What follows belongs to an exercise in optimizing a design on an open flow for small area and a short achievable clock period; a production flow would make more cautious choices. In this exercise RTL edits were held to simulation tests only and were not proved equivalent to the original.

## design.v

```verilog
module mul_div_unit #(
    parameter int WIDTH   = 32,
    parameter int MUL_LAT = 5,
    parameter int DIV_LAT = 10
) (
    input  logic             clk,
    input  logic             reset,
    input  logic             start,
    input  logic [2:0]       op,
    input  logic [WIDTH-1:0] a,
    input  logic [WIDTH-1:0] b,
    input  logic             flush,
    output logic             busy,
    output logic             done,
    output logic [WIDTH-1:0] hi,
    output logic [WIDTH-1:0] lo
);
    logic [31:0] x;
    logic [33:0] ph;
    logic [31:0] pl;
    logic        f_div, f_sgn, neg_a;
    logic [3:0]  cnt;
    logic        run;             
    logic        m_last, d_first, d_last;    
    logic [34:0] xs;              
    logic        d_neg;           
    assign d_neg = f_sgn & x[31];
    assign xs    = {{3{d_neg}}, x};
    logic [34:0] ain [0:4];
    logic [34:0] pp  [0:3];
    logic [34:0] sum [0:3];
    logic [3:0]  qb, rneg;
    logic [3:0]  c_one, c_two, c_neg;
    assign ain[0] = {ph[33], ph};
    for (genvar k = 0; k < 4; k++) begin : g_row
        if (k == 0) begin : g_n0
            assign rneg[k] = c_neg[k];
        end else begin : g_nk
            assign rneg[k] = c_neg[k] ^ (f_div & ~qb[k-1]);
        end
        assign pp[k] = (({35{c_one[k]}} & xs) | ({35{c_two[k]}} & {xs[33:0], 1'b0}))
                     ^ {35{rneg[k]}};
        logic co_unused;
        if (k < 0) begin : g_fast
            add35_ks u_add (.a(ain[k]), .b(pp[k]), .ci(rneg[k]), .s(sum[k]), .co(co_unused));
        end else begin : g_small
            add35_bk u_add (.a(ain[k]), .b(pp[k]), .ci(rneg[k]), .s(sum[k]), .co(co_unused));
        end
        assign qb[k]    = ~sum[k][34];
        assign ain[k+1] = f_div ? {sum[k][33:0], pl[30-k]}
                                : {{2{sum[k][34]}}, sum[k][34:2]};
    end
    function automatic logic [2:0] booth(input logic [2:0] t);    
        booth[2] = t[1] ^ t[0];
        booth[1] = (t[2] & ~t[1] & ~t[0]) | (~t[2] & t[1] & t[0]);
        booth[0] = t[2];
    endfunction
    logic [8:0]  nb;              
    logic        n_div, n_dneg;
    always_comb begin
        if (!run) begin
            nb     = {a[7:0], 1'b0};
            n_div  = op[1];
            n_dneg = ~op[0] & b[31];
        end else begin
            nb     = (cnt == 4'd3) ? {6'd0, neg_a, neg_a, pl[7]} : pl[15:7];
            n_div  = f_div;
            n_dneg = d_neg;
        end
    end
    always_ff @(posedge clk) begin
        for (int k = 0; k < 4; k++) begin
            logic [2:0] bc;
            if (!n_div)
                bc = booth(nb[2*k +: 3]);
            else if (k == 0 && run && cnt == 4'd8)
                bc = {1'b0, ~qb[3], n_dneg};            
            else if (k == 0 && run && !d_first)
                bc = {2'b10, n_dneg ^ qb[3]};           
            else
                bc = {2'b10, ~n_dneg};                  
            c_one[k] <= bc[2];
            c_two[k] <= bc[1];
            c_neg[k] <= bc[0];
        end
    end
    function automatic logic [31:0] cneg(input logic [31:0] v, input logic en);
        logic [31:0] below;
        below[0] = 1'b0;
        for (int i = 1; i < 32; i++) below[i] = below[i-1] | v[i-1];
        cneg = v ^ ({32{en}} & below);
    endfunction
    logic [31:0] pl_neg;
    logic        neg_q, bz;
    assign pl_neg = cneg(pl, d_first ? neg_a : (f_div & neg_q));
    assign neg_q  = (neg_a ^ d_neg) & ~bz;
    assign bz     = (x == 32'd0);
    logic last;
    assign last = f_div ? d_last : m_last;
    always_ff @(posedge clk) begin
        if (!run) begin
            x       <= b;
            ph      <= '0;
            pl      <= a;
            f_div   <= op[1];
            f_sgn   <= ~op[0];
            neg_a   <= ~op[0] & a[31];
            cnt     <= '0;
            m_last  <= 1'b0;
            d_first <= 1'b1;
            d_last  <= 1'b0;
        end else begin
            cnt     <= cnt + 4'd1;
            m_last  <= (cnt == 4'd3);
            d_first <= 1'b0;
            d_last  <= (cnt == 4'd8);
            if (!f_div) begin
                ph <= ain[4][33:0];
                pl <= {sum[3][1:0], sum[2][1:0], sum[1][1:0], sum[0][1:0], pl[31:8]};
            end else if (d_first) begin
                ph <= {33'd0, pl_neg[31]};
                pl <= pl_neg;
            end else begin
                ph <= ain[4][33:0];
                pl <= {pl[27:0], qb[0], qb[1], qb[2], qb[3]};
            end
        end
    end
    always_ff @(posedge clk or posedge reset) begin
        if (reset) begin
            run  <= 1'b0;
        end else if (!run) begin
            run  <= start & ~flush & ~op[2];
        end else begin
            run  <= ~flush & ~last;
        end
    end
    always_ff @(posedge clk or posedge reset) begin
        if (reset) begin
            busy <= 1'b0;
            done <= 1'b0;
            hi   <= '0;
            lo   <= '0;
        end else begin
            done <= 1'b0;
            if (!run) begin
                if (start && !flush) begin
                    if (!op[2]) busy <= 1'b1;
                    else if (op[1:0] == 2'b00) hi <= a;
                    else if (op[1:0] == 2'b01) lo <= a;
                end
            end else if (flush) begin
                busy <= 1'b0;
            end else if (last) begin
                busy <= 1'b0;
                done <= 1'b1;
                hi <= f_div ? cneg(sum[0][32:1], neg_a) : sum[0][31:0];
                lo <= pl_neg;
            end
        end
    end
endmodule
module add35_ks (input logic [34:0] a, input logic [34:0] b, input logic ci,
    output logic [34:0] s, output logic co);
    logic [34:0] p, g;
    assign p = a ^ b;
    assign g = a & b;
    logic G_0_0;
    assign G_0_0 = ci;
    logic G_1_1, P_1_1;
    assign G_1_1 = g[0];
    assign P_1_1 = p[0];
    logic G_2_2, P_2_2;
    assign G_2_2 = g[1];
    assign P_2_2 = p[1];
    logic G_3_3, P_3_3;
    assign G_3_3 = g[2];
    assign P_3_3 = p[2];
    logic G_4_4, P_4_4;
    assign G_4_4 = g[3];
    assign P_4_4 = p[3];
    logic G_5_5, P_5_5;
    assign G_5_5 = g[4];
    assign P_5_5 = p[4];
    logic G_6_6, P_6_6;
    assign G_6_6 = g[5];
    assign P_6_6 = p[5];
    logic G_7_7, P_7_7;
    assign G_7_7 = g[6];
    assign P_7_7 = p[6];
    logic G_8_8, P_8_8;
    assign G_8_8 = g[7];
    assign P_8_8 = p[7];
    logic G_9_9, P_9_9;
    assign G_9_9 = g[8];
    assign P_9_9 = p[8];
    logic G_10_10, P_10_10;
    assign G_10_10 = g[9];
    assign P_10_10 = p[9];
    logic G_11_11, P_11_11;
    assign G_11_11 = g[10];
    assign P_11_11 = p[10];
    logic G_12_12, P_12_12;
    assign G_12_12 = g[11];
    assign P_12_12 = p[11];
    logic G_13_13, P_13_13;
    assign G_13_13 = g[12];
    assign P_13_13 = p[12];
    logic G_14_14, P_14_14;
    assign G_14_14 = g[13];
    assign P_14_14 = p[13];
    logic G_15_15, P_15_15;
    assign G_15_15 = g[14];
    assign P_15_15 = p[14];
    logic G_16_16, P_16_16;
    assign G_16_16 = g[15];
    assign P_16_16 = p[15];
    logic G_17_17, P_17_17;
    assign G_17_17 = g[16];
    assign P_17_17 = p[16];
    logic G_18_18, P_18_18;
    assign G_18_18 = g[17];
    assign P_18_18 = p[17];
    logic G_19_19, P_19_19;
    assign G_19_19 = g[18];
    assign P_19_19 = p[18];
    logic G_20_20, P_20_20;
    assign G_20_20 = g[19];
    assign P_20_20 = p[19];
    logic G_21_21, P_21_21;
    assign G_21_21 = g[20];
    assign P_21_21 = p[20];
    logic G_22_22, P_22_22;
    assign G_22_22 = g[21];
    assign P_22_22 = p[21];
    logic G_23_23, P_23_23;
    assign G_23_23 = g[22];
    assign P_23_23 = p[22];
    logic G_24_24, P_24_24;
    assign G_24_24 = g[23];
    assign P_24_24 = p[23];
    logic G_25_25, P_25_25;
    assign G_25_25 = g[24];
    assign P_25_25 = p[24];
    logic G_26_26, P_26_26;
    assign G_26_26 = g[25];
    assign P_26_26 = p[25];
    logic G_27_27, P_27_27;
    assign G_27_27 = g[26];
    assign P_27_27 = p[26];
    logic G_28_28, P_28_28;
    assign G_28_28 = g[27];
    assign P_28_28 = p[27];
    logic G_29_29, P_29_29;
    assign G_29_29 = g[28];
    assign P_29_29 = p[28];
    logic G_30_30, P_30_30;
    assign G_30_30 = g[29];
    assign P_30_30 = p[29];
    logic G_31_31, P_31_31;
    assign G_31_31 = g[30];
    assign P_31_31 = p[30];
    logic G_32_32, P_32_32;
    assign G_32_32 = g[31];
    assign P_32_32 = p[31];
    logic G_33_33, P_33_33;
    assign G_33_33 = g[32];
    assign P_33_33 = p[32];
    logic G_34_34, P_34_34;
    assign G_34_34 = g[33];
    assign P_34_34 = p[33];
    logic G_35_35, P_35_35;
    assign G_35_35 = g[34];
    assign P_35_35 = p[34];
    logic G_35_34;
    assign G_35_34 = G_35_35 | (P_35_35 & G_34_34);
    logic P_35_34;
    assign P_35_34 = P_35_35 & P_34_34;
    logic G_34_33;
    assign G_34_33 = G_34_34 | (P_34_34 & G_33_33);
    logic P_34_33;
    assign P_34_33 = P_34_34 & P_33_33;
    logic G_33_32;
    assign G_33_32 = G_33_33 | (P_33_33 & G_32_32);
    logic P_33_32;
    assign P_33_32 = P_33_33 & P_32_32;
    logic G_32_31;
    assign G_32_31 = G_32_32 | (P_32_32 & G_31_31);
    logic P_32_31;
    assign P_32_31 = P_32_32 & P_31_31;
    logic G_31_30;
    assign G_31_30 = G_31_31 | (P_31_31 & G_30_30);
    logic P_31_30;
    assign P_31_30 = P_31_31 & P_30_30;
    logic G_30_29;
    assign G_30_29 = G_30_30 | (P_30_30 & G_29_29);
    logic P_30_29;
    assign P_30_29 = P_30_30 & P_29_29;
    logic G_29_28;
    assign G_29_28 = G_29_29 | (P_29_29 & G_28_28);
    logic P_29_28;
    assign P_29_28 = P_29_29 & P_28_28;
    logic G_28_27;
    assign G_28_27 = G_28_28 | (P_28_28 & G_27_27);
    logic P_28_27;
    assign P_28_27 = P_28_28 & P_27_27;
    logic G_27_26;
    assign G_27_26 = G_27_27 | (P_27_27 & G_26_26);
    logic P_27_26;
    assign P_27_26 = P_27_27 & P_26_26;
    logic G_26_25;
    assign G_26_25 = G_26_26 | (P_26_26 & G_25_25);
    logic P_26_25;
    assign P_26_25 = P_26_26 & P_25_25;
    logic G_25_24;
    assign G_25_24 = G_25_25 | (P_25_25 & G_24_24);
    logic P_25_24;
    assign P_25_24 = P_25_25 & P_24_24;
    logic G_24_23;
    assign G_24_23 = G_24_24 | (P_24_24 & G_23_23);
    logic P_24_23;
    assign P_24_23 = P_24_24 & P_23_23;
    logic G_23_22;
    assign G_23_22 = G_23_23 | (P_23_23 & G_22_22);
    logic P_23_22;
    assign P_23_22 = P_23_23 & P_22_22;
    logic G_22_21;
    assign G_22_21 = G_22_22 | (P_22_22 & G_21_21);
    logic P_22_21;
    assign P_22_21 = P_22_22 & P_21_21;
    logic G_21_20;
    assign G_21_20 = G_21_21 | (P_21_21 & G_20_20);
    logic P_21_20;
    assign P_21_20 = P_21_21 & P_20_20;
    logic G_20_19;
    assign G_20_19 = G_20_20 | (P_20_20 & G_19_19);
    logic P_20_19;
    assign P_20_19 = P_20_20 & P_19_19;
    logic G_19_18;
    assign G_19_18 = G_19_19 | (P_19_19 & G_18_18);
    logic P_19_18;
    assign P_19_18 = P_19_19 & P_18_18;
    logic G_18_17;
    assign G_18_17 = G_18_18 | (P_18_18 & G_17_17);
    logic P_18_17;
    assign P_18_17 = P_18_18 & P_17_17;
    logic G_17_16;
    assign G_17_16 = G_17_17 | (P_17_17 & G_16_16);
    logic P_17_16;
    assign P_17_16 = P_17_17 & P_16_16;
    logic G_16_15;
    assign G_16_15 = G_16_16 | (P_16_16 & G_15_15);
    logic P_16_15;
    assign P_16_15 = P_16_16 & P_15_15;
    logic G_15_14;
    assign G_15_14 = G_15_15 | (P_15_15 & G_14_14);
    logic P_15_14;
    assign P_15_14 = P_15_15 & P_14_14;
    logic G_14_13;
    assign G_14_13 = G_14_14 | (P_14_14 & G_13_13);
    logic P_14_13;
    assign P_14_13 = P_14_14 & P_13_13;
    logic G_13_12;
    assign G_13_12 = G_13_13 | (P_13_13 & G_12_12);
    logic P_13_12;
    assign P_13_12 = P_13_13 & P_12_12;
    logic G_12_11;
    assign G_12_11 = G_12_12 | (P_12_12 & G_11_11);
    logic P_12_11;
    assign P_12_11 = P_12_12 & P_11_11;
    logic G_11_10;
    assign G_11_10 = G_11_11 | (P_11_11 & G_10_10);
    logic P_11_10;
    assign P_11_10 = P_11_11 & P_10_10;
    logic G_10_9;
    assign G_10_9 = G_10_10 | (P_10_10 & G_9_9);
    logic P_10_9;
    assign P_10_9 = P_10_10 & P_9_9;
    logic G_9_8;
    assign G_9_8 = G_9_9 | (P_9_9 & G_8_8);
    logic P_9_8;
    assign P_9_8 = P_9_9 & P_8_8;
    logic G_8_7;
    assign G_8_7 = G_8_8 | (P_8_8 & G_7_7);
    logic P_8_7;
    assign P_8_7 = P_8_8 & P_7_7;
    logic G_7_6;
    assign G_7_6 = G_7_7 | (P_7_7 & G_6_6);
    logic P_7_6;
    assign P_7_6 = P_7_7 & P_6_6;
    logic G_6_5;
    assign G_6_5 = G_6_6 | (P_6_6 & G_5_5);
    logic P_6_5;
    assign P_6_5 = P_6_6 & P_5_5;
    logic G_5_4;
    assign G_5_4 = G_5_5 | (P_5_5 & G_4_4);
    logic P_5_4;
    assign P_5_4 = P_5_5 & P_4_4;
    logic G_4_3;
    assign G_4_3 = G_4_4 | (P_4_4 & G_3_3);
    logic P_4_3;
    assign P_4_3 = P_4_4 & P_3_3;
    logic G_3_2;
    assign G_3_2 = G_3_3 | (P_3_3 & G_2_2);
    logic P_3_2;
    assign P_3_2 = P_3_3 & P_2_2;
    logic G_2_1;
    assign G_2_1 = G_2_2 | (P_2_2 & G_1_1);
    logic P_2_1;
    assign P_2_1 = P_2_2 & P_1_1;
    logic G_1_0;
    assign G_1_0 = G_1_1 | (P_1_1 & G_0_0);
    logic G_35_32;
    assign G_35_32 = G_35_34 | (P_35_34 & G_33_32);
    logic P_35_32;
    assign P_35_32 = P_35_34 & P_33_32;
    logic G_34_31;
    assign G_34_31 = G_34_33 | (P_34_33 & G_32_31);
    logic P_34_31;
    assign P_34_31 = P_34_33 & P_32_31;
    logic G_33_30;
    assign G_33_30 = G_33_32 | (P_33_32 & G_31_30);
    logic P_33_30;
    assign P_33_30 = P_33_32 & P_31_30;
    logic G_32_29;
    assign G_32_29 = G_32_31 | (P_32_31 & G_30_29);
    logic P_32_29;
    assign P_32_29 = P_32_31 & P_30_29;
    logic G_31_28;
    assign G_31_28 = G_31_30 | (P_31_30 & G_29_28);
    logic P_31_28;
    assign P_31_28 = P_31_30 & P_29_28;
    logic G_30_27;
    assign G_30_27 = G_30_29 | (P_30_29 & G_28_27);
    logic P_30_27;
    assign P_30_27 = P_30_29 & P_28_27;
    logic G_29_26;
    assign G_29_26 = G_29_28 | (P_29_28 & G_27_26);
    logic P_29_26;
    assign P_29_26 = P_29_28 & P_27_26;
    logic G_28_25;
    assign G_28_25 = G_28_27 | (P_28_27 & G_26_25);
    logic P_28_25;
    assign P_28_25 = P_28_27 & P_26_25;
    logic G_27_24;
    assign G_27_24 = G_27_26 | (P_27_26 & G_25_24);
    logic P_27_24;
    assign P_27_24 = P_27_26 & P_25_24;
    logic G_26_23;
    assign G_26_23 = G_26_25 | (P_26_25 & G_24_23);
    logic P_26_23;
    assign P_26_23 = P_26_25 & P_24_23;
    logic G_25_22;
    assign G_25_22 = G_25_24 | (P_25_24 & G_23_22);
    logic P_25_22;
    assign P_25_22 = P_25_24 & P_23_22;
    logic G_24_21;
    assign G_24_21 = G_24_23 | (P_24_23 & G_22_21);
    logic P_24_21;
    assign P_24_21 = P_24_23 & P_22_21;
    logic G_23_20;
    assign G_23_20 = G_23_22 | (P_23_22 & G_21_20);
    logic P_23_20;
    assign P_23_20 = P_23_22 & P_21_20;
    logic G_22_19;
    assign G_22_19 = G_22_21 | (P_22_21 & G_20_19);
    logic P_22_19;
    assign P_22_19 = P_22_21 & P_20_19;
    logic G_21_18;
    assign G_21_18 = G_21_20 | (P_21_20 & G_19_18);
    logic P_21_18;
    assign P_21_18 = P_21_20 & P_19_18;
    logic G_20_17;
    assign G_20_17 = G_20_19 | (P_20_19 & G_18_17);
    logic P_20_17;
    assign P_20_17 = P_20_19 & P_18_17;
    logic G_19_16;
    assign G_19_16 = G_19_18 | (P_19_18 & G_17_16);
    logic P_19_16;
    assign P_19_16 = P_19_18 & P_17_16;
    logic G_18_15;
    assign G_18_15 = G_18_17 | (P_18_17 & G_16_15);
    logic P_18_15;
    assign P_18_15 = P_18_17 & P_16_15;
    logic G_17_14;
    assign G_17_14 = G_17_16 | (P_17_16 & G_15_14);
    logic P_17_14;
    assign P_17_14 = P_17_16 & P_15_14;
    logic G_16_13;
    assign G_16_13 = G_16_15 | (P_16_15 & G_14_13);
    logic P_16_13;
    assign P_16_13 = P_16_15 & P_14_13;
    logic G_15_12;
    assign G_15_12 = G_15_14 | (P_15_14 & G_13_12);
    logic P_15_12;
    assign P_15_12 = P_15_14 & P_13_12;
    logic G_14_11;
    assign G_14_11 = G_14_13 | (P_14_13 & G_12_11);
    logic P_14_11;
    assign P_14_11 = P_14_13 & P_12_11;
    logic G_13_10;
    assign G_13_10 = G_13_12 | (P_13_12 & G_11_10);
    logic P_13_10;
    assign P_13_10 = P_13_12 & P_11_10;
    logic G_12_9;
    assign G_12_9 = G_12_11 | (P_12_11 & G_10_9);
    logic P_12_9;
    assign P_12_9 = P_12_11 & P_10_9;
    logic G_11_8;
    assign G_11_8 = G_11_10 | (P_11_10 & G_9_8);
    logic P_11_8;
    assign P_11_8 = P_11_10 & P_9_8;
    logic G_10_7;
    assign G_10_7 = G_10_9 | (P_10_9 & G_8_7);
    logic P_10_7;
    assign P_10_7 = P_10_9 & P_8_7;
    logic G_9_6;
    assign G_9_6 = G_9_8 | (P_9_8 & G_7_6);
    logic P_9_6;
    assign P_9_6 = P_9_8 & P_7_6;
    logic G_8_5;
    assign G_8_5 = G_8_7 | (P_8_7 & G_6_5);
    logic P_8_5;
    assign P_8_5 = P_8_7 & P_6_5;
    logic G_7_4;
    assign G_7_4 = G_7_6 | (P_7_6 & G_5_4);
    logic P_7_4;
    assign P_7_4 = P_7_6 & P_5_4;
    logic G_6_3;
    assign G_6_3 = G_6_5 | (P_6_5 & G_4_3);
    logic P_6_3;
    assign P_6_3 = P_6_5 & P_4_3;
    logic G_5_2;
    assign G_5_2 = G_5_4 | (P_5_4 & G_3_2);
    logic P_5_2;
    assign P_5_2 = P_5_4 & P_3_2;
    logic G_4_1;
    assign G_4_1 = G_4_3 | (P_4_3 & G_2_1);
    logic P_4_1;
    assign P_4_1 = P_4_3 & P_2_1;
    logic G_3_0;
    assign G_3_0 = G_3_2 | (P_3_2 & G_1_0);
    logic G_2_0;
    assign G_2_0 = G_2_1 | (P_2_1 & G_0_0);
    logic G_35_28;
    assign G_35_28 = G_35_32 | (P_35_32 & G_31_28);
    logic P_35_28;
    assign P_35_28 = P_35_32 & P_31_28;
    logic G_34_27;
    assign G_34_27 = G_34_31 | (P_34_31 & G_30_27);
    logic P_34_27;
    assign P_34_27 = P_34_31 & P_30_27;
    logic G_33_26;
    assign G_33_26 = G_33_30 | (P_33_30 & G_29_26);
    logic P_33_26;
    assign P_33_26 = P_33_30 & P_29_26;
    logic G_32_25;
    assign G_32_25 = G_32_29 | (P_32_29 & G_28_25);
    logic P_32_25;
    assign P_32_25 = P_32_29 & P_28_25;
    logic G_31_24;
    assign G_31_24 = G_31_28 | (P_31_28 & G_27_24);
    logic P_31_24;
    assign P_31_24 = P_31_28 & P_27_24;
    logic G_30_23;
    assign G_30_23 = G_30_27 | (P_30_27 & G_26_23);
    logic P_30_23;
    assign P_30_23 = P_30_27 & P_26_23;
    logic G_29_22;
    assign G_29_22 = G_29_26 | (P_29_26 & G_25_22);
    logic P_29_22;
    assign P_29_22 = P_29_26 & P_25_22;
    logic G_28_21;
    assign G_28_21 = G_28_25 | (P_28_25 & G_24_21);
    logic P_28_21;
    assign P_28_21 = P_28_25 & P_24_21;
    logic G_27_20;
    assign G_27_20 = G_27_24 | (P_27_24 & G_23_20);
    logic P_27_20;
    assign P_27_20 = P_27_24 & P_23_20;
    logic G_26_19;
    assign G_26_19 = G_26_23 | (P_26_23 & G_22_19);
    logic P_26_19;
    assign P_26_19 = P_26_23 & P_22_19;
    logic G_25_18;
    assign G_25_18 = G_25_22 | (P_25_22 & G_21_18);
    logic P_25_18;
    assign P_25_18 = P_25_22 & P_21_18;
    logic G_24_17;
    assign G_24_17 = G_24_21 | (P_24_21 & G_20_17);
    logic P_24_17;
    assign P_24_17 = P_24_21 & P_20_17;
    logic G_23_16;
    assign G_23_16 = G_23_20 | (P_23_20 & G_19_16);
    logic P_23_16;
    assign P_23_16 = P_23_20 & P_19_16;
    logic G_22_15;
    assign G_22_15 = G_22_19 | (P_22_19 & G_18_15);
    logic P_22_15;
    assign P_22_15 = P_22_19 & P_18_15;
    logic G_21_14;
    assign G_21_14 = G_21_18 | (P_21_18 & G_17_14);
    logic P_21_14;
    assign P_21_14 = P_21_18 & P_17_14;
    logic G_20_13;
    assign G_20_13 = G_20_17 | (P_20_17 & G_16_13);
    logic P_20_13;
    assign P_20_13 = P_20_17 & P_16_13;
    logic G_19_12;
    assign G_19_12 = G_19_16 | (P_19_16 & G_15_12);
    logic P_19_12;
    assign P_19_12 = P_19_16 & P_15_12;
    logic G_18_11;
    assign G_18_11 = G_18_15 | (P_18_15 & G_14_11);
    logic P_18_11;
    assign P_18_11 = P_18_15 & P_14_11;
    logic G_17_10;
    assign G_17_10 = G_17_14 | (P_17_14 & G_13_10);
    logic P_17_10;
    assign P_17_10 = P_17_14 & P_13_10;
    logic G_16_9;
    assign G_16_9 = G_16_13 | (P_16_13 & G_12_9);
    logic P_16_9;
    assign P_16_9 = P_16_13 & P_12_9;
    logic G_15_8;
    assign G_15_8 = G_15_12 | (P_15_12 & G_11_8);
    logic P_15_8;
    assign P_15_8 = P_15_12 & P_11_8;
    logic G_14_7;
    assign G_14_7 = G_14_11 | (P_14_11 & G_10_7);
    logic P_14_7;
    assign P_14_7 = P_14_11 & P_10_7;
    logic G_13_6;
    assign G_13_6 = G_13_10 | (P_13_10 & G_9_6);
    logic P_13_6;
    assign P_13_6 = P_13_10 & P_9_6;
    logic G_12_5;
    assign G_12_5 = G_12_9 | (P_12_9 & G_8_5);
    logic P_12_5;
    assign P_12_5 = P_12_9 & P_8_5;
    logic G_11_4;
    assign G_11_4 = G_11_8 | (P_11_8 & G_7_4);
    logic P_11_4;
    assign P_11_4 = P_11_8 & P_7_4;
    logic G_10_3;
    assign G_10_3 = G_10_7 | (P_10_7 & G_6_3);
    logic P_10_3;
    assign P_10_3 = P_10_7 & P_6_3;
    logic G_9_2;
    assign G_9_2 = G_9_6 | (P_9_6 & G_5_2);
    logic P_9_2;
    assign P_9_2 = P_9_6 & P_5_2;
    logic G_8_1;
    assign G_8_1 = G_8_5 | (P_8_5 & G_4_1);
    logic P_8_1;
    assign P_8_1 = P_8_5 & P_4_1;
    logic G_7_0;
    assign G_7_0 = G_7_4 | (P_7_4 & G_3_0);
    logic G_6_0;
    assign G_6_0 = G_6_3 | (P_6_3 & G_2_0);
    logic G_5_0;
    assign G_5_0 = G_5_2 | (P_5_2 & G_1_0);
    logic G_4_0;
    assign G_4_0 = G_4_1 | (P_4_1 & G_0_0);
    logic G_35_20;
    assign G_35_20 = G_35_28 | (P_35_28 & G_27_20);
    logic P_35_20;
    assign P_35_20 = P_35_28 & P_27_20;
    logic G_34_19;
    assign G_34_19 = G_34_27 | (P_34_27 & G_26_19);
    logic P_34_19;
    assign P_34_19 = P_34_27 & P_26_19;
    logic G_33_18;
    assign G_33_18 = G_33_26 | (P_33_26 & G_25_18);
    logic P_33_18;
    assign P_33_18 = P_33_26 & P_25_18;
    logic G_32_17;
    assign G_32_17 = G_32_25 | (P_32_25 & G_24_17);
    logic P_32_17;
    assign P_32_17 = P_32_25 & P_24_17;
    logic G_31_16;
    assign G_31_16 = G_31_24 | (P_31_24 & G_23_16);
    logic P_31_16;
    assign P_31_16 = P_31_24 & P_23_16;
    logic G_30_15;
    assign G_30_15 = G_30_23 | (P_30_23 & G_22_15);
    logic P_30_15;
    assign P_30_15 = P_30_23 & P_22_15;
    logic G_29_14;
    assign G_29_14 = G_29_22 | (P_29_22 & G_21_14);
    logic P_29_14;
    assign P_29_14 = P_29_22 & P_21_14;
    logic G_28_13;
    assign G_28_13 = G_28_21 | (P_28_21 & G_20_13);
    logic P_28_13;
    assign P_28_13 = P_28_21 & P_20_13;
    logic G_27_12;
    assign G_27_12 = G_27_20 | (P_27_20 & G_19_12);
    logic P_27_12;
    assign P_27_12 = P_27_20 & P_19_12;
    logic G_26_11;
    assign G_26_11 = G_26_19 | (P_26_19 & G_18_11);
    logic P_26_11;
    assign P_26_11 = P_26_19 & P_18_11;
    logic G_25_10;
    assign G_25_10 = G_25_18 | (P_25_18 & G_17_10);
    logic P_25_10;
    assign P_25_10 = P_25_18 & P_17_10;
    logic G_24_9;
    assign G_24_9 = G_24_17 | (P_24_17 & G_16_9);
    logic P_24_9;
    assign P_24_9 = P_24_17 & P_16_9;
    logic G_23_8;
    assign G_23_8 = G_23_16 | (P_23_16 & G_15_8);
    logic P_23_8;
    assign P_23_8 = P_23_16 & P_15_8;
    logic G_22_7;
    assign G_22_7 = G_22_15 | (P_22_15 & G_14_7);
    logic P_22_7;
    assign P_22_7 = P_22_15 & P_14_7;
    logic G_21_6;
    assign G_21_6 = G_21_14 | (P_21_14 & G_13_6);
    logic P_21_6;
    assign P_21_6 = P_21_14 & P_13_6;
    logic G_20_5;
    assign G_20_5 = G_20_13 | (P_20_13 & G_12_5);
    logic P_20_5;
    assign P_20_5 = P_20_13 & P_12_5;
    logic G_19_4;
    assign G_19_4 = G_19_12 | (P_19_12 & G_11_4);
    logic P_19_4;
    assign P_19_4 = P_19_12 & P_11_4;
    logic G_18_3;
    assign G_18_3 = G_18_11 | (P_18_11 & G_10_3);
    logic P_18_3;
    assign P_18_3 = P_18_11 & P_10_3;
    logic G_17_2;
    assign G_17_2 = G_17_10 | (P_17_10 & G_9_2);
    logic P_17_2;
    assign P_17_2 = P_17_10 & P_9_2;
    logic G_16_1;
    assign G_16_1 = G_16_9 | (P_16_9 & G_8_1);
    logic P_16_1;
    assign P_16_1 = P_16_9 & P_8_1;
    logic G_15_0;
    assign G_15_0 = G_15_8 | (P_15_8 & G_7_0);
    logic G_14_0;
    assign G_14_0 = G_14_7 | (P_14_7 & G_6_0);
    logic G_13_0;
    assign G_13_0 = G_13_6 | (P_13_6 & G_5_0);
    logic G_12_0;
    assign G_12_0 = G_12_5 | (P_12_5 & G_4_0);
    logic G_11_0;
    assign G_11_0 = G_11_4 | (P_11_4 & G_3_0);
    logic G_10_0;
    assign G_10_0 = G_10_3 | (P_10_3 & G_2_0);
    logic G_9_0;
    assign G_9_0 = G_9_2 | (P_9_2 & G_1_0);
    logic G_8_0;
    assign G_8_0 = G_8_1 | (P_8_1 & G_0_0);
    logic G_35_4;
    assign G_35_4 = G_35_20 | (P_35_20 & G_19_4);
    logic P_35_4;
    assign P_35_4 = P_35_20 & P_19_4;
    logic G_34_3;
    assign G_34_3 = G_34_19 | (P_34_19 & G_18_3);
    logic P_34_3;
    assign P_34_3 = P_34_19 & P_18_3;
    logic G_33_2;
    assign G_33_2 = G_33_18 | (P_33_18 & G_17_2);
    logic P_33_2;
    assign P_33_2 = P_33_18 & P_17_2;
    logic G_32_1;
    assign G_32_1 = G_32_17 | (P_32_17 & G_16_1);
    logic P_32_1;
    assign P_32_1 = P_32_17 & P_16_1;
    logic G_31_0;
    assign G_31_0 = G_31_16 | (P_31_16 & G_15_0);
    logic G_30_0;
    assign G_30_0 = G_30_15 | (P_30_15 & G_14_0);
    logic G_29_0;
    assign G_29_0 = G_29_14 | (P_29_14 & G_13_0);
    logic G_28_0;
    assign G_28_0 = G_28_13 | (P_28_13 & G_12_0);
    logic G_27_0;
    assign G_27_0 = G_27_12 | (P_27_12 & G_11_0);
    logic G_26_0;
    assign G_26_0 = G_26_11 | (P_26_11 & G_10_0);
    logic G_25_0;
    assign G_25_0 = G_25_10 | (P_25_10 & G_9_0);
    logic G_24_0;
    assign G_24_0 = G_24_9 | (P_24_9 & G_8_0);
    logic G_23_0;
    assign G_23_0 = G_23_8 | (P_23_8 & G_7_0);
    logic G_22_0;
    assign G_22_0 = G_22_7 | (P_22_7 & G_6_0);
    logic G_21_0;
    assign G_21_0 = G_21_6 | (P_21_6 & G_5_0);
    logic G_20_0;
    assign G_20_0 = G_20_5 | (P_20_5 & G_4_0);
    logic G_19_0;
    assign G_19_0 = G_19_4 | (P_19_4 & G_3_0);
    logic G_18_0;
    assign G_18_0 = G_18_3 | (P_18_3 & G_2_0);
    logic G_17_0;
    assign G_17_0 = G_17_2 | (P_17_2 & G_1_0);
    logic G_16_0;
    assign G_16_0 = G_16_1 | (P_16_1 & G_0_0);
    logic G_35_0;
    assign G_35_0 = G_35_4 | (P_35_4 & G_3_0);
    logic G_34_0;
    assign G_34_0 = G_34_3 | (P_34_3 & G_2_0);
    logic G_33_0;
    assign G_33_0 = G_33_2 | (P_33_2 & G_1_0);
    logic G_32_0;
    assign G_32_0 = G_32_1 | (P_32_1 & G_0_0);
    assign s[0] = p[0] ^ G_0_0;
    assign s[1] = p[1] ^ G_1_0;
    assign s[2] = p[2] ^ G_2_0;
    assign s[3] = p[3] ^ G_3_0;
    assign s[4] = p[4] ^ G_4_0;
    assign s[5] = p[5] ^ G_5_0;
    assign s[6] = p[6] ^ G_6_0;
    assign s[7] = p[7] ^ G_7_0;
    assign s[8] = p[8] ^ G_8_0;
    assign s[9] = p[9] ^ G_9_0;
    assign s[10] = p[10] ^ G_10_0;
    assign s[11] = p[11] ^ G_11_0;
    assign s[12] = p[12] ^ G_12_0;
    assign s[13] = p[13] ^ G_13_0;
    assign s[14] = p[14] ^ G_14_0;
    assign s[15] = p[15] ^ G_15_0;
    assign s[16] = p[16] ^ G_16_0;
    assign s[17] = p[17] ^ G_17_0;
    assign s[18] = p[18] ^ G_18_0;
    assign s[19] = p[19] ^ G_19_0;
    assign s[20] = p[20] ^ G_20_0;
    assign s[21] = p[21] ^ G_21_0;
    assign s[22] = p[22] ^ G_22_0;
    assign s[23] = p[23] ^ G_23_0;
    assign s[24] = p[24] ^ G_24_0;
    assign s[25] = p[25] ^ G_25_0;
    assign s[26] = p[26] ^ G_26_0;
    assign s[27] = p[27] ^ G_27_0;
    assign s[28] = p[28] ^ G_28_0;
    assign s[29] = p[29] ^ G_29_0;
    assign s[30] = p[30] ^ G_30_0;
    assign s[31] = p[31] ^ G_31_0;
    assign s[32] = p[32] ^ G_32_0;
    assign s[33] = p[33] ^ G_33_0;
    assign s[34] = p[34] ^ G_34_0;
    assign co = G_35_0;
endmodule
module add35_bk (input logic [34:0] a, input logic [34:0] b, input logic ci,
    output logic [34:0] s, output logic co);
    logic [34:0] p, g;
    assign p = a ^ b;
    assign g = a & b;
    logic G_0_0;
    assign G_0_0 = ci;
    logic G_1_1, P_1_1;
    assign G_1_1 = g[0];
    assign P_1_1 = p[0];
    logic G_2_2, P_2_2;
    assign G_2_2 = g[1];
    assign P_2_2 = p[1];
    logic G_3_3, P_3_3;
    assign G_3_3 = g[2];
    assign P_3_3 = p[2];
    logic G_4_4, P_4_4;
    assign G_4_4 = g[3];
    assign P_4_4 = p[3];
    logic G_5_5, P_5_5;
    assign G_5_5 = g[4];
    assign P_5_5 = p[4];
    logic G_6_6, P_6_6;
    assign G_6_6 = g[5];
    assign P_6_6 = p[5];
    logic G_7_7, P_7_7;
    assign G_7_7 = g[6];
    assign P_7_7 = p[6];
    logic G_8_8, P_8_8;
    assign G_8_8 = g[7];
    assign P_8_8 = p[7];
    logic G_9_9, P_9_9;
    assign G_9_9 = g[8];
    assign P_9_9 = p[8];
    logic G_10_10, P_10_10;
    assign G_10_10 = g[9];
    assign P_10_10 = p[9];
    logic G_11_11, P_11_11;
    assign G_11_11 = g[10];
    assign P_11_11 = p[10];
    logic G_12_12, P_12_12;
    assign G_12_12 = g[11];
    assign P_12_12 = p[11];
    logic G_13_13, P_13_13;
    assign G_13_13 = g[12];
    assign P_13_13 = p[12];
    logic G_14_14, P_14_14;
    assign G_14_14 = g[13];
    assign P_14_14 = p[13];
    logic G_15_15, P_15_15;
    assign G_15_15 = g[14];
    assign P_15_15 = p[14];
    logic G_16_16, P_16_16;
    assign G_16_16 = g[15];
    assign P_16_16 = p[15];
    logic G_17_17, P_17_17;
    assign G_17_17 = g[16];
    assign P_17_17 = p[16];
    logic G_18_18, P_18_18;
    assign G_18_18 = g[17];
    assign P_18_18 = p[17];
    logic G_19_19, P_19_19;
    assign G_19_19 = g[18];
    assign P_19_19 = p[18];
    logic G_20_20, P_20_20;
    assign G_20_20 = g[19];
    assign P_20_20 = p[19];
    logic G_21_21, P_21_21;
    assign G_21_21 = g[20];
    assign P_21_21 = p[20];
    logic G_22_22, P_22_22;
    assign G_22_22 = g[21];
    assign P_22_22 = p[21];
    logic G_23_23, P_23_23;
    assign G_23_23 = g[22];
    assign P_23_23 = p[22];
    logic G_24_24, P_24_24;
    assign G_24_24 = g[23];
    assign P_24_24 = p[23];
    logic G_25_25, P_25_25;
    assign G_25_25 = g[24];
    assign P_25_25 = p[24];
    logic G_26_26, P_26_26;
    assign G_26_26 = g[25];
    assign P_26_26 = p[25];
    logic G_27_27, P_27_27;
    assign G_27_27 = g[26];
    assign P_27_27 = p[26];
    logic G_28_28, P_28_28;
    assign G_28_28 = g[27];
    assign P_28_28 = p[27];
    logic G_29_29, P_29_29;
    assign G_29_29 = g[28];
    assign P_29_29 = p[28];
    logic G_30_30, P_30_30;
    assign G_30_30 = g[29];
    assign P_30_30 = p[29];
    logic G_31_31, P_31_31;
    assign G_31_31 = g[30];
    assign P_31_31 = p[30];
    logic G_32_32, P_32_32;
    assign G_32_32 = g[31];
    assign P_32_32 = p[31];
    logic G_33_33, P_33_33;
    assign G_33_33 = g[32];
    assign P_33_33 = p[32];
    logic G_34_34, P_34_34;
    assign G_34_34 = g[33];
    assign P_34_34 = p[33];
    logic G_35_35, P_35_35;
    assign G_35_35 = g[34];
    assign P_35_35 = p[34];
    logic G_1_0;
    assign G_1_0 = G_1_1 | (P_1_1 & G_0_0);
    logic G_3_2;
    assign G_3_2 = G_3_3 | (P_3_3 & G_2_2);
    logic P_3_2;
    assign P_3_2 = P_3_3 & P_2_2;
    logic G_5_4;
    assign G_5_4 = G_5_5 | (P_5_5 & G_4_4);
    logic P_5_4;
    assign P_5_4 = P_5_5 & P_4_4;
    logic G_7_6;
    assign G_7_6 = G_7_7 | (P_7_7 & G_6_6);
    logic P_7_6;
    assign P_7_6 = P_7_7 & P_6_6;
    logic G_9_8;
    assign G_9_8 = G_9_9 | (P_9_9 & G_8_8);
    logic P_9_8;
    assign P_9_8 = P_9_9 & P_8_8;
    logic G_11_10;
    assign G_11_10 = G_11_11 | (P_11_11 & G_10_10);
    logic P_11_10;
    assign P_11_10 = P_11_11 & P_10_10;
    logic G_13_12;
    assign G_13_12 = G_13_13 | (P_13_13 & G_12_12);
    logic P_13_12;
    assign P_13_12 = P_13_13 & P_12_12;
    logic G_15_14;
    assign G_15_14 = G_15_15 | (P_15_15 & G_14_14);
    logic P_15_14;
    assign P_15_14 = P_15_15 & P_14_14;
    logic G_17_16;
    assign G_17_16 = G_17_17 | (P_17_17 & G_16_16);
    logic P_17_16;
    assign P_17_16 = P_17_17 & P_16_16;
    logic G_19_18;
    assign G_19_18 = G_19_19 | (P_19_19 & G_18_18);
    logic P_19_18;
    assign P_19_18 = P_19_19 & P_18_18;
    logic G_21_20;
    assign G_21_20 = G_21_21 | (P_21_21 & G_20_20);
    logic P_21_20;
    assign P_21_20 = P_21_21 & P_20_20;
    logic G_23_22;
    assign G_23_22 = G_23_23 | (P_23_23 & G_22_22);
    logic P_23_22;
    assign P_23_22 = P_23_23 & P_22_22;
    logic G_25_24;
    assign G_25_24 = G_25_25 | (P_25_25 & G_24_24);
    logic P_25_24;
    assign P_25_24 = P_25_25 & P_24_24;
    logic G_27_26;
    assign G_27_26 = G_27_27 | (P_27_27 & G_26_26);
    logic P_27_26;
    assign P_27_26 = P_27_27 & P_26_26;
    logic G_29_28;
    assign G_29_28 = G_29_29 | (P_29_29 & G_28_28);
    logic P_29_28;
    assign P_29_28 = P_29_29 & P_28_28;
    logic G_31_30;
    assign G_31_30 = G_31_31 | (P_31_31 & G_30_30);
    logic P_31_30;
    assign P_31_30 = P_31_31 & P_30_30;
    logic G_33_32;
    assign G_33_32 = G_33_33 | (P_33_33 & G_32_32);
    logic P_33_32;
    assign P_33_32 = P_33_33 & P_32_32;
    logic G_35_34;
    assign G_35_34 = G_35_35 | (P_35_35 & G_34_34);
    logic P_35_34;
    assign P_35_34 = P_35_35 & P_34_34;
    logic G_3_0;
    assign G_3_0 = G_3_2 | (P_3_2 & G_1_0);
    logic G_7_4;
    assign G_7_4 = G_7_6 | (P_7_6 & G_5_4);
    logic P_7_4;
    assign P_7_4 = P_7_6 & P_5_4;
    logic G_11_8;
    assign G_11_8 = G_11_10 | (P_11_10 & G_9_8);
    logic P_11_8;
    assign P_11_8 = P_11_10 & P_9_8;
    logic G_15_12;
    assign G_15_12 = G_15_14 | (P_15_14 & G_13_12);
    logic P_15_12;
    assign P_15_12 = P_15_14 & P_13_12;
    logic G_19_16;
    assign G_19_16 = G_19_18 | (P_19_18 & G_17_16);
    logic P_19_16;
    assign P_19_16 = P_19_18 & P_17_16;
    logic G_23_20;
    assign G_23_20 = G_23_22 | (P_23_22 & G_21_20);
    logic P_23_20;
    assign P_23_20 = P_23_22 & P_21_20;
    logic G_27_24;
    assign G_27_24 = G_27_26 | (P_27_26 & G_25_24);
    logic P_27_24;
    assign P_27_24 = P_27_26 & P_25_24;
    logic G_31_28;
    assign G_31_28 = G_31_30 | (P_31_30 & G_29_28);
    logic P_31_28;
    assign P_31_28 = P_31_30 & P_29_28;
    logic G_35_32;
    assign G_35_32 = G_35_34 | (P_35_34 & G_33_32);
    logic P_35_32;
    assign P_35_32 = P_35_34 & P_33_32;
    logic G_7_0;
    assign G_7_0 = G_7_4 | (P_7_4 & G_3_0);
    logic G_15_8;
    assign G_15_8 = G_15_12 | (P_15_12 & G_11_8);
    logic P_15_8;
    assign P_15_8 = P_15_12 & P_11_8;
    logic G_23_16;
    assign G_23_16 = G_23_20 | (P_23_20 & G_19_16);
    logic P_23_16;
    assign P_23_16 = P_23_20 & P_19_16;
    logic G_31_24;
    assign G_31_24 = G_31_28 | (P_31_28 & G_27_24);
    logic P_31_24;
    assign P_31_24 = P_31_28 & P_27_24;
    logic G_15_0;
    assign G_15_0 = G_15_8 | (P_15_8 & G_7_0);
    logic G_31_16;
    assign G_31_16 = G_31_24 | (P_31_24 & G_23_16);
    logic P_31_16;
    assign P_31_16 = P_31_24 & P_23_16;
    logic G_31_0;
    assign G_31_0 = G_31_16 | (P_31_16 & G_15_0);
    logic G_23_0;
    assign G_23_0 = G_23_16 | (P_23_16 & G_15_0);
    logic G_11_0;
    assign G_11_0 = G_11_8 | (P_11_8 & G_7_0);
    logic G_19_0;
    assign G_19_0 = G_19_16 | (P_19_16 & G_15_0);
    logic G_27_0;
    assign G_27_0 = G_27_24 | (P_27_24 & G_23_0);
    logic G_35_0;
    assign G_35_0 = G_35_32 | (P_35_32 & G_31_0);
    logic G_5_0;
    assign G_5_0 = G_5_4 | (P_5_4 & G_3_0);
    logic G_9_0;
    assign G_9_0 = G_9_8 | (P_9_8 & G_7_0);
    logic G_13_0;
    assign G_13_0 = G_13_12 | (P_13_12 & G_11_0);
    logic G_17_0;
    assign G_17_0 = G_17_16 | (P_17_16 & G_15_0);
    logic G_21_0;
    assign G_21_0 = G_21_20 | (P_21_20 & G_19_0);
    logic G_25_0;
    assign G_25_0 = G_25_24 | (P_25_24 & G_23_0);
    logic G_29_0;
    assign G_29_0 = G_29_28 | (P_29_28 & G_27_0);
    logic G_33_0;
    assign G_33_0 = G_33_32 | (P_33_32 & G_31_0);
    logic G_2_0;
    assign G_2_0 = G_2_2 | (P_2_2 & G_1_0);
    logic G_4_0;
    assign G_4_0 = G_4_4 | (P_4_4 & G_3_0);
    logic G_6_0;
    assign G_6_0 = G_6_6 | (P_6_6 & G_5_0);
    logic G_8_0;
    assign G_8_0 = G_8_8 | (P_8_8 & G_7_0);
    logic G_10_0;
    assign G_10_0 = G_10_10 | (P_10_10 & G_9_0);
    logic G_12_0;
    assign G_12_0 = G_12_12 | (P_12_12 & G_11_0);
    logic G_14_0;
    assign G_14_0 = G_14_14 | (P_14_14 & G_13_0);
    logic G_16_0;
    assign G_16_0 = G_16_16 | (P_16_16 & G_15_0);
    logic G_18_0;
    assign G_18_0 = G_18_18 | (P_18_18 & G_17_0);
    logic G_20_0;
    assign G_20_0 = G_20_20 | (P_20_20 & G_19_0);
    logic G_22_0;
    assign G_22_0 = G_22_22 | (P_22_22 & G_21_0);
    logic G_24_0;
    assign G_24_0 = G_24_24 | (P_24_24 & G_23_0);
    logic G_26_0;
    assign G_26_0 = G_26_26 | (P_26_26 & G_25_0);
    logic G_28_0;
    assign G_28_0 = G_28_28 | (P_28_28 & G_27_0);
    logic G_30_0;
    assign G_30_0 = G_30_30 | (P_30_30 & G_29_0);
    logic G_32_0;
    assign G_32_0 = G_32_32 | (P_32_32 & G_31_0);
    logic G_34_0;
    assign G_34_0 = G_34_34 | (P_34_34 & G_33_0);
    assign s[0] = p[0] ^ G_0_0;
    assign s[1] = p[1] ^ G_1_0;
    assign s[2] = p[2] ^ G_2_0;
    assign s[3] = p[3] ^ G_3_0;
    assign s[4] = p[4] ^ G_4_0;
    assign s[5] = p[5] ^ G_5_0;
    assign s[6] = p[6] ^ G_6_0;
    assign s[7] = p[7] ^ G_7_0;
    assign s[8] = p[8] ^ G_8_0;
    assign s[9] = p[9] ^ G_9_0;
    assign s[10] = p[10] ^ G_10_0;
    assign s[11] = p[11] ^ G_11_0;
    assign s[12] = p[12] ^ G_12_0;
    assign s[13] = p[13] ^ G_13_0;
    assign s[14] = p[14] ^ G_14_0;
    assign s[15] = p[15] ^ G_15_0;
    assign s[16] = p[16] ^ G_16_0;
    assign s[17] = p[17] ^ G_17_0;
    assign s[18] = p[18] ^ G_18_0;
    assign s[19] = p[19] ^ G_19_0;
    assign s[20] = p[20] ^ G_20_0;
    assign s[21] = p[21] ^ G_21_0;
    assign s[22] = p[22] ^ G_22_0;
    assign s[23] = p[23] ^ G_23_0;
    assign s[24] = p[24] ^ G_24_0;
    assign s[25] = p[25] ^ G_25_0;
    assign s[26] = p[26] ^ G_26_0;
    assign s[27] = p[27] ^ G_27_0;
    assign s[28] = p[28] ^ G_28_0;
    assign s[29] = p[29] ^ G_29_0;
    assign s[30] = p[30] ^ G_30_0;
    assign s[31] = p[31] ^ G_31_0;
    assign s[32] = p[32] ^ G_32_0;
    assign s[33] = p[33] ^ G_33_0;
    assign s[34] = p[34] ^ G_34_0;
    assign co = G_35_0;
endmodule
```

## flow/run.sh

```bash
#!/bin/bash
set -euo pipefail
bash standard.sh \
  BUFFER_PORTS_ARGS="-buffer_cell sky130_fd_sc_hd__buf_1" \
  CTS_ARGS="-sink_clustering_enable -repair_clock_nets -buf_list sky130_fd_sc_hd__clkbuf_16 -sink_clustering_size 30 -sink_clustering_max_diameter 100 -dont_use_dummy_load" \
  SETUP_SLACK_MARGIN=71 \
  finish > standard.log 2>&1
```

## standard.sh

```bash
#!/bin/bash
# synth_recipe.tcl (not shown) runs the flow's synth.tcl, then flattens the netlist and writes it again
# the make line also repeats each setting of config.mk as NAME=value (left out here)
make -C /OpenROAD-flow-scripts/flow DESIGN_CONFIG=/design/flow/config.mk WORK_HOME=/design/flow/orfs CLKGATE_MAP_FILE= SYNTH_SCRIPT=/design/flow/synth_recipe.tcl "${@:-finish}"
```

## config.mk

```make
export PLATFORM = sky130hd
export DESIGN_NAME = mul_div_unit
export DESIGN_NICKNAME = mul_div_unit
export VERILOG_FILES = /design/flow/design.v
export SDC_FILE = /design/flow/constraint.sdc
export NUM_CORES = 4
export LEC_CHECK = 0
export ABC_AREA = 1
export CAP_MARGIN = 20
export CORE_MARGIN = 2
export CORE_UTILIZATION = 65
export SLEW_MARGIN = 20
```

## constraint.sdc

```tcl
create_clock -name core_clock -period 90.0 [get_ports {clk}]
set_input_delay 18.0000 -clock core_clock [delete_from_list [all_inputs] [get_ports {clk}]]
set_output_delay 18.0000 -clock core_clock [all_outputs]
set_load 0.01 [all_outputs]
```

==> results of run 1 <==
-- flip-flops by register name (all words and copies together), names as in the netlist, 4 cells and up --
name and flops:
ph 34, c_neg 4, lo 32, x 32, pl 32, hi 32
cnt 4, c_one 4, c_two 4
-- worst reg2reg max path: cells and delay by family, from the launching register on --
family	cells	cell delay, ns
buf+inv	10	1.90
fa+ha+maj	8	3.21
simple gates	39	4.69
xor+xnor	11	2.69
compound gates	20	4.81
flops	1	0.30
-- worst max-delay path by stage --
stage	depth (start not counted)	endpoint	slack [ns]	start
detailed placement	8	lo[23]$_DFFE_PP0P_	70.23	flush
finish	1	hi[30]	71.00	hi[30]$_DFFE_PP0P_
global route	87	ph[32]$_SDFF_PN0_	70.96	c_two[0]$_DFF_P_
global placement	7	lo[15]$_DFFE_PP0P_	70.31	flush
CTS	1	hi[31]	71.00	hi[31]$_DFFE_PP0P_
floorplan	8	hi[4]$_DFFE_PP0P_	70.99	op[1]
-- cells in the mapped netlist (all sizes together), types with 7 or more instances --
| cell type | number |
|---|---|
| edfxtp | 35 |
| xnor2 | 84 |
| a21o | 20 |
| nor2 | 167 |
| a31oi | 74 |
| inv | 355 |
| o21ai | 183 |
| o221ai | 24 |
| dfrtp | 67 |
| a221oi | 9 |
| ha | 130 |
| clkinv | 8 |
| dfxtp | 85 |
| nand2 | 364 |
| nand4 | 32 |
| o21bai | 9 |
| nand3 | 57 |
| nor4 | 7 |
| buf | 39 |
| fa | 68 |
| o22ai | 159 |
| clkbuf | 78 |
| o31ai | 12 |
| xor2 | 147 |
| o211ai | 25 |
| nor3 | 18 |
| a21oi | 78 |
| or2 | 20 |
-- through the flow --
step / util, % / instance area, sq um / instances
global route: 71.0 / 19100 / 2790
finish: 71.0 / 19100 / 2790
floorplan: - / 18000 / 2385
CTS: 70.5 / 19000 / 2782
global placement: 68.8 / 18500 / 2764
detailed placement: 68.8 / 18500 / 2764
-- cell usage in the layout (no fill, tap or decap), types with 32 or more instances in the layout --
master,instances
fa_1,68
dfrtp_1,66
o21ai_0,171
a31oi_1,74
nand4_1,32
o22ai_1,159
ha_1,130
inv_1,351
nor2_1,159
nand2_1,359
xnor2_1,82
a21oi_1,78
buf_1,111
xor2_1,144
dfxtp_1,83
nand3_1,57
edfxtp_1,35
-- per-layer routing --
metal / GRT usage, % / part of all wire [%] / vias to the layer above
met2: 64.1 / 47 / 970
met3: 5.88 / 9.3 / 189
li1: - / - / 8169
met5: 0 / 0.073 / -
met1: 49.2 / 39 / 8108
met4: 19.0 / 4.6 / 6
-- layout make-up --
cell class / count / area (sq um)
clock buffers: 17 / 425
fillers: 2271 / 7810
inverters: 363 / 1400
multi-input cells: 1718 / 11700
flip-flops and latches: 187 / 4440
well taps: 341 / 427
repair buffers: 163 / 777
repair inverters: 1 / 8.76
-- timing repair --
item,CTS,global route
gates cloned,0,1
setup buffers,1,7
resized for setup,9,35
endpoints found under the setup margin,67,92
-- logic make-up (layout without fill, tap and decap cells) --
kind of cell	after synthesis	after routing
xor+xnor	231	231
compound gates	615	615
fa+ha+maj	198	198
mux	2	2
buf+inv	480	544
simple gates	672	672
flops	187	187
==> summary.txt, run 1 <==
Outcome
  • Outcome: timing/DRC/antenna clean

Clock tree
  • CTS buffer count: 17
  • Clk Latency, worst-skew pair: 0.45 ns
  • CTS tree: done
  • Reg clk slew, reported paths: 0.08 ns
  • H-Tree Level Count: 4
  • Root Driver: clkbuf_16
  • Sink Count: 187
  • CTS max path bufs: 2
  • CTS Hold Bufs: 0

Floorplanning
  • Core Region: 27,000 sq um
  • Num rows: 60
  • Starting density of the core: 66.3%
  • Die Width: 170 um
  • Die area: 28,800 sq um
  • Die height: 170 um
  • I/O pin count: 137

GRT
  • Pin count of the biggest net entering global routing: 89
  • Global route overflow: 0
  • GRT Total Usage: 38.6%
  • Vias in the first global route: 16,600
  • Global-route wire length before repair: 86,800 um
  • Initial antenna violation count: 3

Final layout
  • Diode count: 0
  • Nets: 2,720
  • Share of layout cells above drive strength 1: 4.86%
  • P&R area growth vs syn: 7.06%

Drt
  • Routed WL: 56,100 um
  • DR vias: 17,400
  • Post-route ant nets: 0
  • DR WL/cell: 20.1 um
  • Vias per cell: 6.25
  • Detailed Routing Iterations Pass 1: 6
  • # DRC: 0
  • DRT iter0 DRCs: 1,974

Timing
  • Highest clock rate: 0.0526 GHz
  • Setup violators final: 0
  • Final-report hold violation count: 0
  • Final setup TNS: 0 ns
  • Period utilisation layout: 21.1%
  • RSZ-0062 raised after global routing: true
  • Setup ws final: 71.00 ns
  • Worst hold slack: 0.484 ns
  • Slew of the pin with the lowest slew margin: 1.15 ns
  • Fin. max-slew vios: 0
  • Layout Skew: 0.0375 ns
  • Final min period: 19.00 ns
  • Slew HR: 23.5%

Run
  • Total of max-cap violations: 0

Critical path
  • Slowest stage delay, CP: 0.42 ns
  • CP Data Required Time: 72.00 ns
  • Arrival time worst endpoint: 1.00 ns
  • Buf/Inv on CP: 1
  • Flop2flop setup slack: 72.22 ns
  • Reg2Reg Depth: 88
  • Critical path's slowest cell: dfrtp_1
  • CP startpoint kind: flip-flop
  • RR Endpoint: ph[32]$_SDFF_PN0_
  • RR Startpoint: c_two[0]$_DFF_P_
  • Worst Path Class, Setup: reg -> out
  • Crit-path cells: clkbuf_2
  • CP max FO: 2
  • Worst path top cell family by delay: flip-flops
  • Worst Setup End Kind: primary output

Synth
  • Synth Area in Adders: 16.7%
  • Post-synthesis compound-gate area fraction: 20.9%
  • Simple-Gate Fraction of Synth Area: 15.8%
  • Post-Synth XOR/XNOR Area: 11.7%
  • Post-synthesis cell type count: 55
  • Mapped Avg Cell Area: 7.50 sq um
  • Synth top area share: 9.52%
  • #FFs+latches synth: 187
  • Synth area leader: dfxtp_1
  • Post-synthesis mux area share: 0.112%
  • Async SR Flop Fraction: 35.8%
  • Synth area leaders: dfxtp_1, dfrtp_1, ha_1
  • Post-synth EDFFs: 35
  • Syn. warnings: 6
  • Main synth FF type: dfxtp_1
  • Largest family of logic cells by synthesized area: compound AO/OA/AOI/OAI gates
  • Cells after synthesis: 2,385
  • Syn_nets: 2,654
  • Post-Syn Area: 17,900 sq um
  • Seq/Total Area, Yosys: 24.8%

Worst hold path
  • Hold path endpoint: cnt[0]$_SDFF_PN0_
  • Worst min path class: reg -> reg
  • Min-delay src: cnt[0]$_SDFF_PN0_
  • WHS Path Cells: 1

Placed design
  • Pre-CTS setup slack: 70.23 ns
  • HPWL Detailed: 41,300 um
  • Global placer's final weighted congestion: 0.946
  • Port bufs: 136
==> run 2, diff against run 1 <==
==> flow/run.sh (replaced) <==
#!/bin/bash
set -euo pipefail
bash standard.sh \
  BUFFER_PORTS_ARGS="-buffer_cell sky130_fd_sc_hd__buf_1" \
  CTS_ARGS="-sink_clustering_enable -repair_clock_nets -buf_list sky130_fd_sc_hd__clkbuf_16 -dont_use_dummy_load" \
  SETUP_SLACK_MARGIN=71 \
  finish > standard.log 2>&1
==> summary.txt, run 2 <==
Timing
  • Layout Skew: 0.0375 ns (unchanged)
  • Worst hold slack: 0.484 ns (unchanged)
  • Fin. max-slew vios: 0 (unchanged)
  • Final setup TNS: 0 ns (unchanged)
  • RSZ-0062 raised after global routing: true
  • Period utilisation layout: 21.1% (unchanged)
  • Setup violators final: 0 (unchanged)
  • Highest clock rate: 0.0526 GHz (unchanged)
  • Slew HR: 23.5% (unchanged)
  • Final min period: 19.00 ns (unchanged)
  • Final-report hold violation count: 0 (unchanged)
  • Slew of the pin with the lowest slew margin: 1.15 ns (unchanged)

Placed design
  • Port bufs: 136 (unchanged)
  • Placement Cell Area: 18,500 sq um (unchanged)
  • HPWL Detailed: 41,300 um (unchanged)
  • Global placer's final weighted congestion: 0.946 (unchanged)

Floorplanning
  • I/O pin count: 137 (unchanged)
  • Die Width: 170 um (unchanged)
  • Die height: 170 um (unchanged)
  • Num rows: 60 (unchanged)
  • Starting density of the core: 66.3% (unchanged)
  • Core Region: 27,000 sq um (unchanged)
  • Die area: 28,800 sq um (unchanged)

Drt
  • DR WL/cell: 20.1 um (unchanged)
  • Routed WL: 56,100 um (unchanged)
  • Detailed Routing Iterations Pass 1: 6 (unchanged)
  • DRT iter0 DRCs: 1,974 (unchanged)
  • # DRC: 0 (unchanged)
  • DR vias: 17,400 (unchanged)
  • Post-route ant nets: 0 (unchanged)
  • Vias per cell: 6.25 (unchanged)

GRT
  • Initial antenna violation count: 3 (unchanged)
  • Global route overflow: 0 (unchanged)
  • Pin count of the biggest net entering global routing: 89 (unchanged)
  • Global-route wire length before repair: 86,800 um (unchanged)
  • Vias in the first global route: 16,600 (unchanged)
  • GRT Total Usage: 38.6% (unchanged)

Synth
  • Syn. warnings: 6 (unchanged)
  • Seq/Total Area, Yosys: 24.8% (unchanged)
  • Synth area leader: dfxtp_1
  • Syn_nets: 2,654 (unchanged)
  • Post-synth EDFFs: 35 (unchanged)
  • Async SR Flop Fraction: 35.8% (unchanged)
  • Synth area leaders: dfxtp_1, dfrtp_1, ha_1
  • Synth top area share: 9.52% (unchanged)
  • #FFs+latches synth: 187 (unchanged)
  • Main synth FF type: dfxtp_1
  • Most common cell in the netlist: nand2_1
  • Mapped Avg Cell Area: 7.50 sq um (unchanged)
  • Cells after synthesis: 2,385 (unchanged)
  • Post-synthesis cell type count: 55 (unchanged)
  • Post-synth top cells: nand2_1, inv_1, o21ai_0
  • Post-Syn Area: 17,900 sq um (unchanged)

Critical path
  • Worst Setup End Kind: primary output
  • Slowest stage delay, CP: 0.42 ns (about the same)
  • Buf/Inv on CP: 1 (unchanged)
  • Arrival time worst endpoint: 1.00 ns (about the same)
  • CP Data Required Time: 72.00 ns (about the same)
  • Crit-path cells: clkbuf_2
  • Worst Path Class, Setup: reg -> out
  • Worst path top cell family by delay: flip-flops
  • CP max FO: 2 (unchanged)
  • CP startpoint kind: flip-flop
  • Critical path's slowest cell: dfrtp_1

Clock tree
  • H-Tree Level Count: 4 (unchanged)
  • Root Driver: clkbuf_16
  • CTS max path bufs: 2 (unchanged)
  • Clk Latency, worst-skew pair: 0.45 ns (about the same)
  • CTS buffer count: 17 (unchanged)
  • CTS Hold Bufs: 0 (unchanged)
  • CTS tree: done
  • Reg clk slew, reported paths: 0.08 ns (about the same)
  • Sink Count: 187 (unchanged)

Final layout
  • Highest-count cells in the layout ignoring fill and taps: nand2_1, inv_1, o21ai_0
  • Most common cell after layout, fill and taps aside: nand2_1
  • Fin area: 19,100 sq um (unchanged)
  • Share of layout cells above drive strength 1: 4.86% (unchanged)
  • Number of flip-flops in the largest register: 34 (unchanged)
  • Diode count: 0 (unchanged)
  • Post-Route Utilization: 71.0% (unchanged)
  • P&R area growth vs syn: 7.06% (unchanged)
  • Nets: 2,720 (unchanged)
  • Fillers: 2,271 (unchanged)
  • Most flop-heavy register: ph

Run
  • Total of max-cap violations: 0 (unchanged)

Outcome
  • Outcome: timing/DRC/antenna clean

Worst hold path
  • Worst min path class: reg -> reg
## run 2: cell counts in the layout (fill, tap and decap cells not counted)
Identical to the previous run, type by type.
## run 2: logic make-up (layout without fill, tap and decap cells)
logic type,Yosys count,count (layout),share of synthesized area [%]
mux,2,2,0.112
buf+inv,480,544,10.1
fa+ha+maj,198,198,16.7
compound gates,615,615,20.9
flops,187,187,24.8
xor+xnor,231,231,11.7
simple gates,672,672,15.8
## run 2: path summary, 6_finish.rpt
path	startpoint	to	slack, ns	cells past startpoint
min reg2reg	cnt[0]$_SDFF_PN0_	cnt[0]$_SDFF_PN0_	0.48	1
max in group asynchronous	reset	lo[16]$_DFFE_PP0P_	71.60	3
min in group asynchronous	reset	lo[5]$_DFFE_PP0P_	17.80	3
max	hi[30]$_DFFE_PP0P_	hi[30]	71.00	1
max reg2reg	c_two[0]$_DFF_P_	ph[32]$_SDFF_PN0_	72.22	88
min	cnt[0]$_SDFF_PN0_	cnt[0]$_SDFF_PN0_	0.48	1
## run 2: cell type report
cell class	instances	area [sq um]	area share (%)
Sequential cell	187	4440	23.2
Tap cell	341	427	2.23
Clock buffer	17	425	2.22
Multi-Input combinational cell	1718	11700	61.0
Timing Repair inverter	1	8.76	0.0458
Inverter	363	1400	7.29
Timing Repair Buffer	163	777	4.06
## run 2: repair_timing
action,4_1_cts,5_1_grt
setup endpoints to repair,67,92
gates cloned,0,1
buffers inserted,1,7
resized for setup,9,35
## run 2: per-layer routing
layer / vias to the layer above / GRT usage, % / routed length (um)
met3: 189 / 5.88 / 5200
li1: 8169 / - / -
met5: - / 0 / 41
met2: 970 / 64.1 / 26100
met4: 6 / 19.0 / 2570
met1: 8108 / 49.2 / 22100
## run 2: per-stage QoR
stage                     setup slack [ns]  cells
after detailed placement             70.23   2764
after global placement               70.31   2764
after global routing                 70.96   2790
final                                71.00   2790
after CTS                            71.00   2782
after floorplan                      70.99   2385

-- what the ideal ports hide --
The results above use ideal ports. As a check the final layouts listed here were re-extracted and re-timed, cells and wires unchanged. Step 1 (the two cells are an assumption about what drives the block):
set clk [get_ports {clk}]
set_driving_cell -lib_cell sky130_fd_sc_hd__clkbuf_16 $clk
set_driving_cell -lib_cell sky130_fd_sc_hd__buf_2 [delete_from_list [all_inputs] $clk]
Step 2 also shifts input and output timing later by t, the mid clock arrival at the registers, as if the neighbouring blocks saw the same clock. a / b / c = ideal ports / drivers / drivers and shift; a / b = the first two.
| run | t (ns) | setup slack, ns | hold WS [ns] | worst data-port slew with drivers (ns) | pins driven straight from the clock port |
|---|---|---|---|---|---|
| run 1 | 0.486 | 70.997 / 70.945 / 70.640 | 0.484 / 0.484 / 0.484 | 0.04 | 1 |
| run 2 | 0.486 | 70.997 / 70.945 / 70.640 | 0.484 / 0.484 / 0.484 | 0.04 | 1 |
After both steps setup and hold are still met in every run listed.
